This design comes from an exercise in tuning for small area on the open sky130 flow, not from production work. In this exercise RTL edits were held to simulation tests only and were not proved equivalent to the original. No activity file was given, so power comes from the tool's default toggle rates.

Setup of onyx:
Design framestore_manager, start of the top module:
module framestore_manager (
	input  logic        internal_ZBT_clock,
	input  logic        resetn,
	input  logic        address_reset,
	input  logic [11:0] image_horizontal,
	input  logic [1:0]  picture_type,
	input  logic        yuv_write_en,
	input  logic [7:0]  yuv_write_data,
	input  logic        picture_start,
	input  logic        frame_advance,
	input  logic        audio_sync_in,
	output logic        display_select,
	output logic        display_advance,
	output logic        audio_sync_out,
	input  logic [51:0] video_stream,
	input  logic [51:0] audio_stream,
	input  logic [19:0] fs_fwd,
	input  logic [19:0] fs_bwd,
	input  logic [31:0] bank0_read_data,
	input  logic [31:0] bank1_read_data,
	output logic [51:0] bank0,
	output logic [51:0] bank1,
	output logic        video_stream_access,
	output logic        audio_stream_access,
	output logic        framestore_busy,
	output logic [31:0] video_stream_read_data,
	output logic [31:0] audio_stream_read_data,
	output logic [31:0] fs_fwd_data,
	output logic [31:0] fs_bwd_data
);
==> flow/config.mk <==
export PLATFORM = sky130hd
export DESIGN_NAME = framestore_manager
export DESIGN_NICKNAME = framestore_manager
export VERILOG_FILES = /design/flow/design.v
export SDC_FILE = /design/flow/constraint.sdc
export NUM_CORES = 4
export LEC_CHECK = 0
export CAP_MARGIN = 20
export CORE_MARGIN = 2
export CORE_UTILIZATION = 40
export SLEW_MARGIN = 20
==> flow/constraint.sdc <==
create_clock -name core_clock -period 7.0 [get_ports {internal_ZBT_clock}]
set_input_delay 1.4000 -clock core_clock [delete_from_list [all_inputs] [get_ports {internal_ZBT_clock}]]
set_output_delay 1.4000 -clock core_clock [all_outputs]
set_load 0.01 [all_outputs]
run.sh (not shown) runs the stock make flow with config.mk's settings and CLKGATE_MAP_FILE= SYNTH_SCRIPT=/design/flow/synth_recipe.tcl, a recipe that flattens the netlist after the stock synthesis.
The layout from onyx, despite a flow that completed every stage, fails the layout checks, with the failing checks listed as setup timing.
Modified inputs, tundra compared to onyx
==> flow/flow/run.sh (new file) <==
#!/bin/bash
# Standard layout, with the port buffers made of the smallest buffer cell
set -euo pipefail
bash standard.sh "BUFFER_PORTS_ARGS=-buffer_cell sky130_fd_sc_hd__buf_1" finish > standard_flow.log 2>&1
==> flow/standard.sh (new file) <==
#!/bin/bash
# synth_recipe.tcl (not shown) runs the flow's synth.tcl, then flattens the netlist and writes it again
# the make line also repeats each setting of config.mk as NAME=value (left out here)
make -C /OpenROAD-flow-scripts/flow DESIGN_CONFIG=/design/flow/config.mk WORK_HOME=/design/flow/orfs CLKGATE_MAP_FILE= SYNTH_SCRIPT=/design/flow/synth_recipe.tcl "${@:-finish}"
removed: flow/run.sh
Notes after the runs:
Final checks on tundra, whose flow otherwise completed, came back failing, citing setup timing.
Cmp tundra vs onyx: post-synthesis to final-layout area growth lower in tundra
The final reports for tundra and onyx show cell area lower in the former.
Slew at the pin closest to its max-slew limit was higher in the run labelled tundra.
tundra: global-route usage is 1.3 points lower than what onyx reported.
Area of the multi-input gates went down slightly going from onyx to tundra.
~same count of plain and timing-repair buffers in onyx and tundra
tundra: area share of buffers outside the clock network is 18 points lower than what onyx reported.
Looking at post-placement worst setup slack, tundra sits 0.34 ns higher than onyx does.
Met3 track demand over resource: lower on tundra


framestore_manager, a different RTL version from the one above (not shown whole).
Size: about 0.0059 sq mm of cells after synthesis.
==> flow/config.mk <==
export PLATFORM = sky130hd
export DESIGN_NAME = framestore_manager
export DESIGN_NICKNAME = framestore_manager
export VERILOG_FILES = /design/flow/design.v
export SDC_FILE = /design/flow/constraint.sdc
export NUM_CORES = 4
export LEC_CHECK = 0
export CAP_MARGIN = 20
export CORE_MARGIN = 2
export CORE_UTILIZATION = 40
export CTS_BUF_LIST = sky130_fd_sc_hd__clkbuf_4
export CTS_CLUSTER_SIZE = 30
export SLEW_MARGIN = 20
==> flow/constraint.sdc <==
create_clock -name core_clock -period 7.0 [get_ports {internal_ZBT_clock}]
set_input_delay 1.4000 -clock core_clock [delete_from_list [all_inputs] [get_ports {internal_ZBT_clock}]]
set_output_delay 1.4000 -clock core_clock [all_outputs]
set_load 0.01 [all_outputs]
standard.sh (not shown) runs the stock make flow with config.mk's settings and CLKGATE_MAP_FILE= SYNTH_SCRIPT=/design/flow/synth_recipe.tcl, a recipe that flattens the netlist after the stock synthesis.
==> flow/flow/run.sh <==
#!/bin/bash
# Standard synthesis, then an area-oriented re-mapping of its
# combinational logic (every flip-flop, adder and tie cell of the
# standard synthesis is kept as it is, with its name), then the
# standard layout with the port buffers made of the smallest buffer.
set -euo pipefail
PORTBUF="BUFFER_PORTS_ARGS=-buffer_cell sky130_fd_sc_hd__buf_1"
RES=orfs/results/${FLOW_PLATFORM}/framestore_manager/base
LIB=${FLOW_HOME}/platforms/${FLOW_PLATFORM}/lib/sky130_fd_sc_hd__tt_025C_1v80.lib
YOSYS=$(command -v yosys || echo ${FLOW_HOME}/../tools/install/yosys/bin/yosys)

bash standard.sh "$PORTBUF" synth > synth.log 2>&1

DONT_USE=$(sed -n '/^export DONT_USE_CELLS/,/^#/p' ${FLOW_HOME}/platforms/${FLOW_PLATFORM}/config.mk \
	| grep -o 'sky130_fd_sc_hd__[a-z0-9_]*' | sed 's/^/-dont_use /' | tr '\n' ' ')
cp $RES/1_2_yosys.v standard_synth.v
printf 'strash\ndc2\ndch\namap\n' > remap.abc
cat > remap.ys <<EOY
read_liberty -ignore_miss_func $LIB
read_verilog standard_synth.v
hierarchy -top ${FLOW_TOP}
setattr -mod -set keep_hierarchy 1 sky130_fd_sc_hd__df* sky130_fd_sc_hd__edf* sky130_fd_sc_hd__sdf* sky130_fd_sc_hd__sedf* sky130_fd_sc_hd__fa_* sky130_fd_sc_hd__ha_* sky130_fd_sc_hd__conb_*
flatten
opt -purge
abc -liberty $LIB $DONT_USE -script remap.abc
opt_clean -purge
hilomap -singleton -hicell sky130_fd_sc_hd__conb_1 HI -locell sky130_fd_sc_hd__conb_1 LO
splitnets
opt_clean -purge
tee -o remap_stat.txt stat -liberty $LIB
select ${FLOW_TOP}
write_verilog -noattr -nohex -nodec -selected remapped.v
EOY
$YOSYS -c /dev/null > /dev/null 2>&1 || true
$YOSYS remap.ys > remap.log 2>&1
cp remapped.v $RES/1_2_yosys.v

bash standard.sh "$PORTBUF" finish > standard_flow.log 2>&1
The starting point failed in I/O pin placement on PPL-0024.
Change:
--- a/flow/flow/run.sh
+++ b/flow/flow/run.sh
@@ -7,2 +7,4 @@
 PORTBUF="BUFFER_PORTS_ARGS=-buffer_cell sky130_fd_sc_hd__buf_1"
+# Clock tree of small buffers, without dummy loads
+CTS="CTS_ARGS=-sink_clustering_enable -repair_clock_nets -dont_use_dummy_load -buf_list {sky130_fd_sc_hd__clkbuf_8} -sink_clustering_size 20"
 RES=orfs/results/${FLOW_PLATFORM}/framestore_manager/base
@@ -16,3 +18,3 @@
 cp $RES/1_2_yosys.v standard_synth.v
-printf 'strash\ndc2\ndch\namap\n' > remap.abc
+printf 'strash\ndc2\ndch\namap\nstrash\ndch\namap\n' > remap.abc
 cat > remap.ys <<EOY
@@ -33,3 +35,2 @@
 EOY
-$YOSYS -c /dev/null > /dev/null 2>&1 || true
 $YOSYS remap.ys > remap.log 2>&1
@@ -37,2 +38,2 @@
 
-bash standard.sh "$PORTBUF" finish > standard_flow.log 2>&1
+bash standard.sh "$PORTBUF" "$CTS" finish > standard_flow.log 2>&1
CAP_MARGIN = 0   (was 20)
CORE_UTILIZATION = 25   (was 40)
CTS_BUF_LIST = default   (was sky130_fd_sc_hd__clkbuf_4)
CTS_CLUSTER_SIZE = default   (was 30)
SLEW_MARGIN = 0   (was 20)
What happened: With this change the flow went through all stages and came out clean; synthesized area fell by about 0.5%; synthesized cell count falls by about 0.8%.
Change:
==> flow/flow/run.sh (replaced) <==
#!/bin/bash
# Standard layout, with the port buffers made of the smallest buffer cell
set -euo pipefail
bash standard.sh "BUFFER_PORTS_ARGS=-buffer_cell sky130_fd_sc_hd__buf_1" finish > standard_flow.log 2>&1
CAP_MARGIN = 20   (was 0)
CORE_UTILIZATION = 40   (was 25)
SLEW_MARGIN = 20   (was 0)
Hold slack got worse by 19 ps.
Utilization rose by 15 points.
Wire length rose by 41%.
Via count rose by 6.5%.
Die area fell by 25%.
Power rose by 43%.
Setup slack got worse by 35 ps.
Non-clock buffer count fell by 1.
Global-route usage rose by 20 points.
Clock power rose by 71%.
Change:
==> flow/flow/run.sh (replaced) <==
#!/bin/bash
# Standard synthesis, then an area-oriented re-mapping of its
# combinational logic (every flip-flop, adder and tie cell of the
# standard synthesis is kept as it is, with its name), then the
# standard layout with the port buffers made of the smallest buffer.
set -euo pipefail
PORTBUF="BUFFER_PORTS_ARGS=-buffer_cell sky130_fd_sc_hd__buf_1"
# Clock tree of small buffers, without dummy loads
CTS="CTS_ARGS=-sink_clustering_enable -repair_clock_nets -dont_use_dummy_load -buf_list {sky130_fd_sc_hd__clkbuf_8} -sink_clustering_size 20"
RES=orfs/results/${FLOW_PLATFORM}/framestore_manager/base
LIB=${FLOW_HOME}/platforms/${FLOW_PLATFORM}/lib/sky130_fd_sc_hd__tt_025C_1v80.lib
YOSYS=$(command -v yosys || echo ${FLOW_HOME}/../tools/install/yosys/bin/yosys)

bash standard.sh "$PORTBUF" synth > synth.log 2>&1

DONT_USE=$(sed -n '/^export DONT_USE_CELLS/,/^#/p' ${FLOW_HOME}/platforms/${FLOW_PLATFORM}/config.mk \
	| grep -o 'sky130_fd_sc_hd__[a-z0-9_]*' | sed 's/^/-dont_use /' | tr '\n' ' ')
cp $RES/1_2_yosys.v standard_synth.v
printf 'strash\ndc2\ndch\namap\n' > remap.abc
cat > remap.ys <<EOY
read_liberty -ignore_miss_func $LIB
read_verilog standard_synth.v
hierarchy -top ${FLOW_TOP}
setattr -mod -set keep_hierarchy 1 sky130_fd_sc_hd__df* sky130_fd_sc_hd__edf* sky130_fd_sc_hd__sdf* sky130_fd_sc_hd__sedf* sky130_fd_sc_hd__fa_* sky130_fd_sc_hd__ha_* sky130_fd_sc_hd__conb_*
flatten
opt -purge
abc -liberty $LIB $DONT_USE -script remap.abc
opt_clean -purge
hilomap -singleton -hicell sky130_fd_sc_hd__conb_1 HI -locell sky130_fd_sc_hd__conb_1 LO
splitnets
opt_clean -purge
tee -o remap_stat.txt stat -liberty $LIB
select ${FLOW_TOP}
write_verilog -noattr -nohex -nodec -selected remapped.v
EOY
$YOSYS remap.ys > remap.log 2>&1
cp remapped.v $RES/1_2_yosys.v

bash standard.sh "$PORTBUF" "$CTS" finish > standard_flow.log 2>&1
CORE_UTILIZATION = 25   (was 40)
Count of clock-buffer cells in the layout is unchanged.
Worst setup slack gets better by 130 ps.
Final area falls by 5.4%.
Sequential share of layout area rises by 1.2 points.
Utilization falls by 16 points.
Non-clock buffer count falls by 7.

[static timing again, ports no longer ideal]
Ports are ideal in the flow. The routed layouts listed here were re-timed in OpenROAD.
Step 1 sets driving cells, clkbuf_16 on the clock port and buf_2 on the other inputs (assumed; they add their load-dependent delay and slew).
Step 2 times the ports against the registers' clock, not the clock port: input delays grow and output delays shrink by t, the midpoint of the rising clock arrivals with the driver on.
Three values: no drivers, after step 1, after step 2; two values: the first two.
run	t (ns)	slack for setup (ns)	hold slack, ns	worst setup path at the end
onyx	0.397	-0.210 / -0.202 / -0.599	0.444 / 0.444 / 0.444	input to register
tundra	0.401	-0.226 / -0.229 / -0.629	0.445 / 0.445 / 0.445	input to register
the second run of note 2	0.405	0.499 / 0.510 / 0.105	0.465 / 0.465 / 0.465	input to register
the third run of note 2	0.393	0.464 / 0.485 / 0.093	0.446 / 0.446 / 0.446	input to register
the fourth run of note 2	0.402	0.597 / 0.616 / 0.214	0.479 / 0.479 / 0.479	input to register
For tundra, which loses most, drivers alone change the setup slack by -0.003 ns; drivers and shift together by -0.403 ns.
